This design comes from an exercise in tuning for small area, a short achievable clock period and few clock cycles on the open sky130 flow, not from production work. In this exercise RTL edits were held to simulation tests only and were not proved equivalent to the original. Power figures rest on the tool's default switching activity, not on a simulated workload.

<file path="flow/config.mk">
export PLATFORM = sky130hd
export DESIGN_NAME = ir_text_tokenizer
export DESIGN_NICKNAME = ir_text_tokenizer
export VERILOG_FILES = /design/flow/design.v
export SDC_FILE = /design/flow/constraint.sdc
export NUM_CORES = 4
export LEC_CHECK = 0
export CAP_MARGIN = 20
export CORE_MARGIN = 2
export CORE_UTILIZATION = 40
export SLEW_MARGIN = 20
</file>
<file path="flow/constraint.sdc">
create_clock -name core_clock -period 14.0 [get_ports {aclk}]
set_input_delay 2.8000 -clock core_clock [delete_from_list [all_inputs] [get_ports {aclk}]]
set_output_delay 2.8000 -clock core_clock [all_outputs]
set_load 0.01 [all_outputs]
</file>
<file path="flow/design.v">
`timescale 1ns / 1ps
module ir_text_tokenizer (
    input  logic         aclk,
    input  logic         aresetn,
    input  logic         s_tvalid,
    output logic         s_tready,
    input  logic [7:0]   s_tdata,    
    input  logic         s_tuser,    
    output logic         m_tvalid,
    input  logic         m_tready,
    output logic [175:0] m_tdata,
    output logic [4:0]   m_tuser,    
    output logic         m_tlast     
);
    localparam int LINE_BITS   = 16;    
    localparam int OFFSET_BITS = 16;    
    localparam int VALUE_BITS  = 64;
    localparam int TOK_BITS    = 5 + 2*LINE_BITS + 2*OFFSET_BITS + VALUE_BITS;
    localparam int QDEPTH      = 4;
    localparam logic [LINE_BITS-1:0]  LINE_MAX = {LINE_BITS{1'b1}};
    localparam logic [VALUE_BITS-1:0] CAP_MAG  = {1'b1, {(VALUE_BITS-1){1'b0}}};
    localparam logic [3:0] M_IDLE    = 4'd0;
    localparam logic [3:0] M_COMMENT = 4'd1;
    localparam logic [3:0] M_SEMI2   = 4'd2;
    localparam logic [3:0] M_ARROW2  = 4'd3;
    localparam logic [3:0] M_DIR     = 4'd4;
    localparam logic [3:0] M_VAL     = 4'd5;
    localparam logic [3:0] M_LAB     = 4'd6;
    localparam logic [3:0] M_IDENT   = 4'd7;
    localparam logic [3:0] M_ZERO    = 4'd8;
    localparam logic [3:0] M_DEC     = 4'd9;
    localparam logic [3:0] M_HEX     = 4'd10;
    localparam logic [4:0] K_END    = 5'd0;
    localparam logic [4:0] K_SEMI   = 5'd1;
    localparam logic [4:0] K_SEMI2  = 5'd2;
    localparam logic [4:0] K_ARROW  = 5'd3;
    localparam logic [4:0] K_COLON  = 5'd4;
    localparam logic [4:0] K_COMMA  = 5'd5;
    localparam logic [4:0] K_EQUAL  = 5'd6;
    localparam logic [4:0] K_LPAREN = 5'd7;
    localparam logic [4:0] K_RPAREN = 5'd8;
    localparam logic [4:0] K_LBRACK = 5'd9;
    localparam logic [4:0] K_RBRACK = 5'd10;
    localparam logic [4:0] K_LBRACE = 5'd11;
    localparam logic [4:0] K_RBRACE = 5'd12;
    localparam logic [4:0] K_DIR    = 5'd13;
    localparam logic [4:0] K_VAL    = 5'd14;
    localparam logic [4:0] K_LAB    = 5'd15;
    localparam logic [4:0] K_INT    = 5'd16;
    localparam logic [4:0] K_FLOAT  = 5'd17;
    localparam logic [4:0] K_IDENT  = 5'd18;
    localparam logic [4:0] K_UNEXP  = 5'd19;
    function automatic logic is_digit(input logic [7:0] c);
        is_digit = (c >= 8'h30) && (c <= 8'h39);
    endfunction
    function automatic logic is_start(input logic [7:0] c);
        is_start = ((c >= 8'h61) && (c <= 8'h7A)) || ((c >= 8'h41) && (c <= 8'h5A)) ||
                   (c == 8'h5F);
    endfunction
    function automatic logic is_body(input logic [7:0] c);
        is_body = is_start(c) || is_digit(c) || (c == 8'h2E);
    endfunction
    function automatic logic is_hex(input logic [7:0] c);
        is_hex = is_digit(c) || ((c >= 8'h61) && (c <= 8'h66)) ||
                 ((c >= 8'h41) && (c <= 8'h46));
    endfunction
    function automatic logic [3:0] hex_val(input logic [7:0] c);
        logic [7:0] d;
        if (is_digit(c)) d = c - 8'h30;
        else if ((c >= 8'h61) && (c <= 8'h66)) d = c - 8'h57;
        else d = c - 8'h37;
        hex_val = d[3:0];
    endfunction
    function automatic logic [4:0] single_kind(input logic [7:0] c);
        case (c)
            8'h3A:   single_kind = K_COLON;
            8'h2C:   single_kind = K_COMMA;
            8'h3D:   single_kind = K_EQUAL;
            8'h28:   single_kind = K_LPAREN;
            8'h29:   single_kind = K_RPAREN;
            8'h5B:   single_kind = K_LBRACK;
            8'h5D:   single_kind = K_RBRACK;
            8'h7B:   single_kind = K_LBRACE;
            8'h7D:   single_kind = K_RBRACE;
            default: single_kind = K_END;
        endcase
    endfunction
    logic [3:0]             mode_reg;
    logic                   neg_reg, hexf_reg, point_reg, ovf_reg;
    logic [LINE_BITS-1:0]   line_reg, col_reg, tline_reg, tcol_reg;
    logic [OFFSET_BITS-1:0] off_reg, toff_reg;
    logic [VALUE_BITS-1:0]  acc_reg;
    logic [7:0]             held_reg;
    logic                   held_valid_reg;
    logic [TOK_BITS:0]      queue_reg [QDEPTH];
    logic [1:0]             wr_ptr_reg, rd_ptr_reg;
    logic [2:0]             count_reg, count_next;
    logic                   s_accept, m_accept;
    logic [3:0]             m;
    logic                   fneg, fhex, fpoint, fovf;
    logic [LINE_BITS-1:0]   ln, cl, tl, tc;
    logic [OFFSET_BITS-1:0] of, to;
    logic [VALUE_BITS-1:0]  acc;
    logic [7:0]             c, nx;
    logic                   nxv, done;
    logic [4:0]             sk;
    logic [VALUE_BITS+3:0]  p;
    logic [3:0]             dig;
    logic                   dig_hex, do_acc;
    logic                   ev [4];
    logic [TOK_BITS-1:0]    et [4];
    logic [TOK_BITS-1:0]    tk [3];
    logic [2:0]             cnt;
    logic [1:0]             tcount;
    function automatic logic [VALUE_BITS-1:0] int_result(
        input logic neg, input logic ovf, input logic [VALUE_BITS-1:0] a);
        if (neg) begin
            if (ovf || (a > CAP_MAG)) int_result = CAP_MAG;
            else int_result = '0 - a;
        end else begin
            if (ovf || (a > CAP_MAG - 1'b1)) int_result = CAP_MAG - 1'b1;
            else int_result = a;
        end
    endfunction
    function automatic logic [4:0] open_kind(input logic [3:0] md, input logic pt);
        case (md)
            M_DIR:   open_kind = K_DIR;
            M_VAL:   open_kind = K_VAL;
            M_LAB:   open_kind = K_LAB;
            M_IDENT: open_kind = K_IDENT;
            M_ZERO, M_DEC, M_HEX: open_kind = pt ? K_FLOAT : K_INT;
            default: open_kind = K_END;
        endcase
    endfunction
    function automatic logic [TOK_BITS-1:0] mk_tok(
        input logic [4:0] kind, input logic [LINE_BITS-1:0] tline,
        input logic [LINE_BITS-1:0] tcol, input logic [OFFSET_BITS-1:0] toff,
        input logic [OFFSET_BITS-1:0] len, input logic [VALUE_BITS-1:0] val);
        mk_tok = {kind, val, len, toff, tcol, tline};
    endfunction
    always_comb begin
        m      = mode_reg;
        fneg   = neg_reg;
        fhex   = hexf_reg;
        fpoint = point_reg;
        fovf   = ovf_reg;
        ln     = line_reg;
        cl     = col_reg;
        tl     = tline_reg;
        tc     = tcol_reg;
        of     = off_reg;
        to     = toff_reg;
        acc    = acc_reg;
        c      = held_reg;
        nx     = s_tdata;
        nxv    = !s_tuser;
        done   = 1'b0;
        sk     = single_kind(held_reg);
        dig    = 4'd0;
        dig_hex = 1'b0;
        do_acc = 1'b0;
        p      = '0;
        for (int i = 0; i < 4; i++) begin
            ev[i] = 1'b0;
            et[i] = '0;
        end
        if (held_valid_reg) begin
            if (m == M_COMMENT) begin
                if (c != 8'h0A) done = 1'b1;
                else m = M_IDLE;
            end else if (m == M_SEMI2) begin
                ev[0] = 1'b1;
                et[0] = mk_tok(K_SEMI2, tl, tc, to, OFFSET_BITS'(2), '0);
                m = M_IDLE;
                done = 1'b1;
            end else if (m == M_ARROW2) begin
                ev[0] = 1'b1;
                et[0] = mk_tok(K_ARROW, tl, tc, to, OFFSET_BITS'(2), '0);
                m = M_IDLE;
                done = 1'b1;
            end else if ((m == M_DIR) || (m == M_VAL) || (m == M_LAB) || (m == M_IDENT)) begin
                if (is_body(c)) begin
                    done = 1'b1;
                end else begin
                    ev[0] = 1'b1;
                    et[0] = mk_tok(open_kind(m, fpoint), tl, tc, to, of - to, '0);
                    m = M_IDLE;
                    acc = '0;
                    {fneg, fhex, fpoint, fovf} = 4'b0000;
                end
            end else if (m == M_ZERO) begin
                if ((c == 8'h78) || (c == 8'h58)) begin
                    fhex = 1'b1;
                    m = M_HEX;
                    done = 1'b1;
                end else begin
                    m = M_DEC;
                end
            end
            if (!done && (m == M_DEC)) begin
                if (is_digit(c)) begin
                    if (!fpoint) begin
                        do_acc = 1'b1;
                        dig = hex_val(c);
                    end
                    done = 1'b1;
                end else if ((c == 8'h2E) && !fpoint && nxv && is_digit(nx)) begin
                    fpoint = 1'b1;
                    done = 1'b1;
                end else begin
                    ev[0] = 1'b1;
                    et[0] = mk_tok(fpoint ? K_FLOAT : K_INT, tl, tc, to, of - to,
                                   fpoint ? '0 : int_result(fneg, fovf, acc));
                    m = M_IDLE;
                    acc = '0;
                    {fneg, fhex, fpoint, fovf} = 4'b0000;
                end
            end else if (!done && (m == M_HEX)) begin
                if (is_hex(c)) begin
                    do_acc = 1'b1;
                    dig = hex_val(c);
                    dig_hex = 1'b1;
                    done = 1'b1;
                end else begin
                    ev[0] = 1'b1;
                    et[0] = mk_tok(fpoint ? K_FLOAT : K_INT, tl, tc, to, of - to,
                                   fpoint ? '0 : int_result(fneg, fovf, acc));
                    m = M_IDLE;
                    acc = '0;
                    {fneg, fhex, fpoint, fovf} = 4'b0000;
                end
            end
            if (!done) begin
                m = M_IDLE;
                if ((c == 8'h20) || (c == 8'h09) || (c == 8'h0D) || (c == 8'h0A)) begin
                end else if ((c == 8'h2F) && nxv && (nx == 8'h2F)) begin
                    m = M_COMMENT;
                end else if (c == 8'h3B) begin
                    tl = ln; tc = cl; to = of;
                    if (nxv && (nx == 8'h3B)) begin
                        m = M_SEMI2;
                    end else begin
                        ev[1] = 1'b1;
                        et[1] = mk_tok(K_SEMI, ln, cl, of, OFFSET_BITS'(1), '0);
                    end
                end else if ((c == 8'h2D) && nxv && (nx == 8'h3E)) begin
                    tl = ln; tc = cl; to = of;
                    m = M_ARROW2;
                end else if (sk != K_END) begin
                    tl = ln; tc = cl; to = of;
                    ev[1] = 1'b1;
                    et[1] = mk_tok(sk, ln, cl, of, OFFSET_BITS'(1), '0);
                end else if ((c == 8'h40) || (c == 8'h25) || (c == 8'h2E)) begin
                    tl = ln; tc = cl; to = of + 1'b1;
                    m = (c == 8'h40) ? M_DIR : (c == 8'h25) ? M_VAL : M_LAB;
                end else if (is_digit(c) || ((c == 8'h2D) && nxv && is_digit(nx))) begin
                    tl = ln; tc = cl; to = of;
                    acc = '0;
                    {fneg, fhex, fpoint, fovf} = 4'b0000;
                    fneg = (c == 8'h2D);
                    if (is_digit(c)) begin
                        do_acc = 1'b1;
                        dig = hex_val(c);
                    end
                    m = (c == 8'h30) ? M_ZERO : M_DEC;
                end else if (is_start(c)) begin
                    tl = ln; tc = cl; to = of;
                    m = M_IDENT;
                end else begin
                    tl = ln; tc = cl; to = of;
                    ev[1] = 1'b1;
                    et[1] = mk_tok(K_UNEXP, ln, cl, of, OFFSET_BITS'(1), '0);
                end
            end
            if (do_acc) begin
                if (dig_hex) p = {acc, 4'd0} + (VALUE_BITS+4)'(dig);
                else p = {3'd0, acc, 1'b0} + {1'b0, acc, 3'd0} + (VALUE_BITS+4)'(dig);
                if (!fovf) begin
                    if (p > (VALUE_BITS+4)'(CAP_MAG)) fovf = 1'b1;
                    else acc = p[VALUE_BITS-1:0];
                end
            end
            if (c == 8'h0A) begin
                if (ln != LINE_MAX) ln = ln + 1'b1;
                cl = LINE_BITS'(1);
            end else if (cl != LINE_MAX) begin
                cl = cl + 1'b1;
            end
            of = of + 1'b1;
        end
        if (s_tuser) begin
            if (open_kind(m, fpoint) != K_END) begin
                ev[2] = 1'b1;
                et[2] = mk_tok(open_kind(m, fpoint), tl, tc, to, of - to,
                               (fpoint || (m == M_DIR) || (m == M_VAL) || (m == M_LAB) ||
                                (m == M_IDENT)) ? '0 : int_result(fneg, fovf, acc));
            end
            m = M_IDLE;
            acc = '0;
            {fneg, fhex, fpoint, fovf} = 4'b0000;
            tl = ln; tc = cl; to = of;
            ev[3] = 1'b1;
            et[3] = mk_tok(K_END, ln, cl, of, '0, '0);
        end
        cnt = 3'd0;
        for (int i = 0; i < 3; i++) tk[i] = '0;
        for (int i = 0; i < 4; i++) begin
            if (ev[i]) begin
                if (cnt == 3'd0) tk[0] = et[i];
                if (cnt == 3'd1) tk[1] = et[i];
                if (cnt == 3'd2) tk[2] = et[i];
                if (cnt != 3'd3) cnt = cnt + 1'b1;
            end
        end
        tcount = cnt[1:0];
    end
    assign s_tready = (count_reg <= 3'd1);
    assign s_accept = s_tvalid && s_tready;
    assign m_tvalid = (count_reg != 3'd0);
    assign m_accept = m_tvalid && m_tready;
    always_comb begin
        count_next = count_reg;
        if (s_accept) count_next = count_next + {1'b0, tcount};
        if (m_accept) count_next = count_next - 1'b1;
    end
    always_ff @(posedge aclk) begin
        if (!aresetn) begin
            mode_reg       <= M_IDLE;
            neg_reg        <= 1'b0;
            hexf_reg       <= 1'b0;
            point_reg      <= 1'b0;
            ovf_reg        <= 1'b0;
            line_reg       <= LINE_BITS'(1);
            col_reg        <= LINE_BITS'(1);
            tline_reg      <= LINE_BITS'(1);
            tcol_reg       <= LINE_BITS'(1);
            off_reg        <= '0;
            toff_reg       <= '0;
            acc_reg        <= '0;
            held_reg       <= 8'd0;
            held_valid_reg <= 1'b0;
            wr_ptr_reg     <= 2'd0;
            rd_ptr_reg     <= 2'd0;
            count_reg      <= 3'd0;
        end else begin
            if (s_accept) begin
                mode_reg       <= m;
                neg_reg        <= fneg;
                hexf_reg       <= fhex;
                point_reg      <= fpoint;
                ovf_reg        <= fovf;
                line_reg       <= ln;
                col_reg        <= cl;
                tline_reg      <= tl;
                tcol_reg       <= tc;
                off_reg        <= of;
                toff_reg       <= to;
                acc_reg        <= acc;
                held_reg       <= s_tuser ? 8'd0 : s_tdata;
                held_valid_reg <= !s_tuser;
                wr_ptr_reg     <= wr_ptr_reg + tcount;
            end
            if (m_accept) rd_ptr_reg <= rd_ptr_reg + 1'b1;
            count_reg <= count_next;
        end
    end
    always_ff @(posedge aclk) begin
        if (s_accept) begin
            if (tcount >= 2'd1) queue_reg[wr_ptr_reg]        <= {(tcount == 2'd1), tk[0]};
            if (tcount >= 2'd2) queue_reg[wr_ptr_reg + 2'd1] <= {(tcount == 2'd2), tk[1]};
            if (tcount == 2'd3) queue_reg[wr_ptr_reg + 2'd2] <= {1'b1, tk[2]};
        end
    end
    logic [TOK_BITS:0] head;
    assign head    = queue_reg[rd_ptr_reg];
    assign m_tlast = head[TOK_BITS];
    assign m_tuser = head[TOK_BITS-1 -: 5];
    assign m_tdata = {head[TOK_BITS-6 -: VALUE_BITS],
                      {(32-OFFSET_BITS){1'b0}}, head[LINE_BITS*2+OFFSET_BITS*2-1 -: OFFSET_BITS],
                      {(32-OFFSET_BITS){1'b0}}, head[LINE_BITS*2+OFFSET_BITS-1 -: OFFSET_BITS],
                      {(24-LINE_BITS){1'b0}}, head[LINE_BITS*2-1 -: LINE_BITS],
                      {(24-LINE_BITS){1'b0}}, head[LINE_BITS-1:0]};
endmodule
</file>
<file path="flow/run.sh">
#!/bin/bash
# synth_recipe.tcl (not shown) runs the flow's synth.tcl, then flattens the netlist and writes it again
# the make line also repeats each setting of config.mk as NAME=value (left out here)
make -C /OpenROAD-flow-scripts/flow DESIGN_CONFIG=/design/flow/config.mk WORK_HOME=/design/flow/orfs CLKGATE_MAP_FILE= SYNTH_SCRIPT=/design/flow/synth_recipe.tcl finish
</file>
==> impl_metrics.json <==
{
  "cp_max_fo": 36,
  "clkTransAtPathRegs_ns": 0.06,
  "gr-usage-met1_pct": 44.9,
  "worst_path_most_repeated_cell": "buf_4",
  "use_met2_pct": 45.9,
  "worst_pin_slew_ns": 1.17,
  "dp_hpwl_mm": 156,
  "core_area_um2": 137000,
  "cp-startpoint": "s_tdata[5]",
  "cp-start-kind": "input pin",
  "synth_seq_cells": 721,
  "numCtsBuffers": 82,
  "area_growth_pct": 12.3,
  "timing.rr.start": "held_reg[1]$_SDFFE_PN0P_",
  "layout_commonest_cell": "nor2_1",
  "timing.fmax_mhz": 77.2,
  "ys_types": 117,
  "initial_core_util_pct": 40.2,
  "yosys.area_share.simple_pct": 19.4,
  "synthMuxAreaShare_pct": 7.02,
  "hp-class": "reg2reg",
  "grt_usage_pct": 31.4,
  "cts_tree": "done",
  "layout_common_cells": "874 x nor2_1, 814 x nand2_1, 663 x a21oi_1, 532 x edfxtp_1, 410 x o21ai_0",
  "ys_seq_area_share_pct": 35.7,
  "cp_slowest_cell": "o41a_2",
  "ant_nets": 0,
  "grt_max_degree": 134,
  "leakagePower_nw": 22.3,
  "gr-max-usage-layer": "met2",
  "grt_pass1_wl_mm": 337,
  "clk_latency_ns": 0.71,
  "nets": 6798,
  "synth-xor-area-share_pct": 2.50,
  "cts_htree_levels": 3,
  "cts.repair.resized": 0,
  "die_h_um": 376,
  "pre_cts_ws_ns": 0.615,
  "drive_above_1_share_pct": 10.9,
  "final_area_um2": 62100,
  "cap_violations": 0,
  "vias": 55600,
  "globalRouteOverflowTotal": 0,
  "ys.flop_type": "edfxtp_1",
  "drt-initial-drc-count": 8688,
  "rsz0062_at_grt": "false",
  "synth_top_area_share_pct": 28.9,
  "hold_violations": 0,
  "synth_warnings": 4,
  "synth-edff-count": 532,
  "routabilityCongestion": 0.977,
  "min_period_ns": 12.96,
  "synth_compound_area_share_pct": 25.8,
  "fp.dieW_um": 376,
  "num_rows": 136,
  "wl_per_cell_um": 27.1,
  "pin_count": 197,
  "crit_path_end_kind": "register",
  "synth_top_family_by_area": "compound AO/OA/AOI/OAI gates",
  "cts-root-buf": "clkbuf_16",
  "cts_buffer_depth": 3,
  "cp.arrival_ns": 13.36,
  "place_area_um2": 59300,
  "hold_ws_ns": 0.470,
  "hold_buffers": 0,
  "postLayoutCoreUtil_pct": 45.2,
  "dr.pass1.iters": 6,
  "ys_async_sr_fraction_pct": 0,
  "largest_reg_flops": 536,
  "clock-sinks": 721,
  "period_share_pct": 92.6,
  "grt_pass1_vias": 51300,
  "antenna_found_initial": 9,
  "syn_area_um2": 55300,
  "setup_slack_ns": 1.04,
  "drt_wl_total_mm": 229,
  "io_buffers": 148,
  "use_met3_pct": 6.88,
  "setup_viol": 0,
  "slew_headroom_pct": 21.8,
  "clock_skew_ns": 0.0266,
  "die_area_um2": 141000,
  "avgSynthCellArea_um2": 8.32,
  "cts_setup_buffers": 0,
  "synthAdderAreaFrac_pct": 4.15,
  "yosysTopAreaCell": "edfxtp_1",
  "vias_per_cell": 6.57,
  "fill_cells": 13300,
  "p_per_area_nw_per_um2": 118,
  "crit_type": "in2reg",
  "final.setup.tns_ns": 0,
  "ir_drop_mv": 0.111,
  "drc": 0,
  "slowest_delay_ns": 0.70,
  "status": "no timing/DRC/antenna violations",
  "netlist_top_cells_area": "edfxtp_1 29%, dfxtp_1 6.8%, nor2_1 6.0%",
  "hp-start": "tcol_reg[12]$_SDFFE_PN0P_",
  "worstPathRequired_ns": 14.39,
  "slew_viol_final": 0,
  "synthCells": 6644
}
==> power breakdown <==
group	internal [mW]	total [mW]	switching, mW
clock	1.26	2.24	0.980
sequential	2.53	2.66	0.133
combinational	0.996	2.42	1.43
total	4.78	7.33	2.54
==> worst max-delay path, delay by kind of cell <==
family	cells	cell delay [ns]
fa+ha+maj	3	0.84
compound gates	14	4.20
buf+inv	7	1.56
xor+xnor	1	0.19
simple gates	12	3.69
==> cell families after synthesis <==
| logic type | Yosys count |
|---|---|
| other cells | 1 |
| simple gates | 2394 |
| xor+xnor | 158 |
| flops | 721 |
| compound gates | 2241 |
| mux | 218 |
| buf+inv | 730 |
| fa+ha+maj | 181 |
==> final timing paths <==
kind         cells past startpoint                         end  slack [ns]
max                             37  queue_reg[0][97]$_DFFE_PP_        1.04
min                              2   tcol_reg[12]$_SDFFE_PN0P_        0.47
max reg2reg                     41  queue_reg[0][97]$_DFFE_PP_        2.03
min reg2reg                      2   tcol_reg[12]$_SDFFE_PN0P_        0.47
==> synth_stat cells (all sizes together), types with 114 or more instances <==
library cell	instances
o21ai	446
nor2	890
buf	155
clkbuf	472
o22ai	209
nand2	831
dfxtp	189
mux4	134
edfxtp	532
a21oi	666
ha	177
nand3	114
a211oi	167
==> stage by stage <==
step | total power, mW | cells
2_1_floorplan | 4.11 | 6691
3_3_place_gp | 5.08 | 8314
3_5_place_dp | 5.10 | 8314
4_1_cts | 7.32 | 8468
5_1_grt | 7.58 | 8468
6_report | 7.33 | 8469
==> metal layers <==
| layer | routed length [um] | share of wire (%) | vias up |
|---|---|---|---|
| li1 | - | - | 24600 |
| met1 | 95600 | 42 | 26700 |
| met2 | 96700 | 42 | 3724 |
| met3 | 28200 | 12 | 584 |
| met4 | 8930 | 3.9 | 8 |
| met5 | 42 | 0.018 | - |
==> area by class of cell <==
class	instances	area, um2	area share (%)
antenna	1	2.50	0.00403
timing repair buffer	456	3930	6.33
inverter	103	392	0.631
sequential	721	19800	31.8
tap	1794	2240	3.62
clock inverter	45	429	0.691
multi-input combinational	5240	33000	53.1
clock buffer	109	2330	3.75
Testbench counts, summed over its fixed seeds: cycles 22,040.

[separate check: timing with driven ports]
No port has a modelled driver above. Below, the same layout with a new extraction and two added sets of constraints.
Step 1: set_driving_cell puts a clkbuf_16 on aclk and a buf_2 on each other input, an assumption about the parent block.
Step 2 times the ports against the registers' clock, not the clock port: input delays grow and output delays shrink by t, the midpoint of the rising clock arrivals with the driver on.
Three values: no drivers, after step 1, after step 2; two values: the first two.
shift t [ns]: 0.770
setup slack, ns: 1.038 / 1.088 / 0.319
clock arrival spread, ns: 0.029 / 0.029
pins driven straight from the clock port: 1
After both steps setup and hold are still met in this run. For this run, drivers alone change the setup slack by +0.050 ns; drivers and shift together by -0.719 ns.
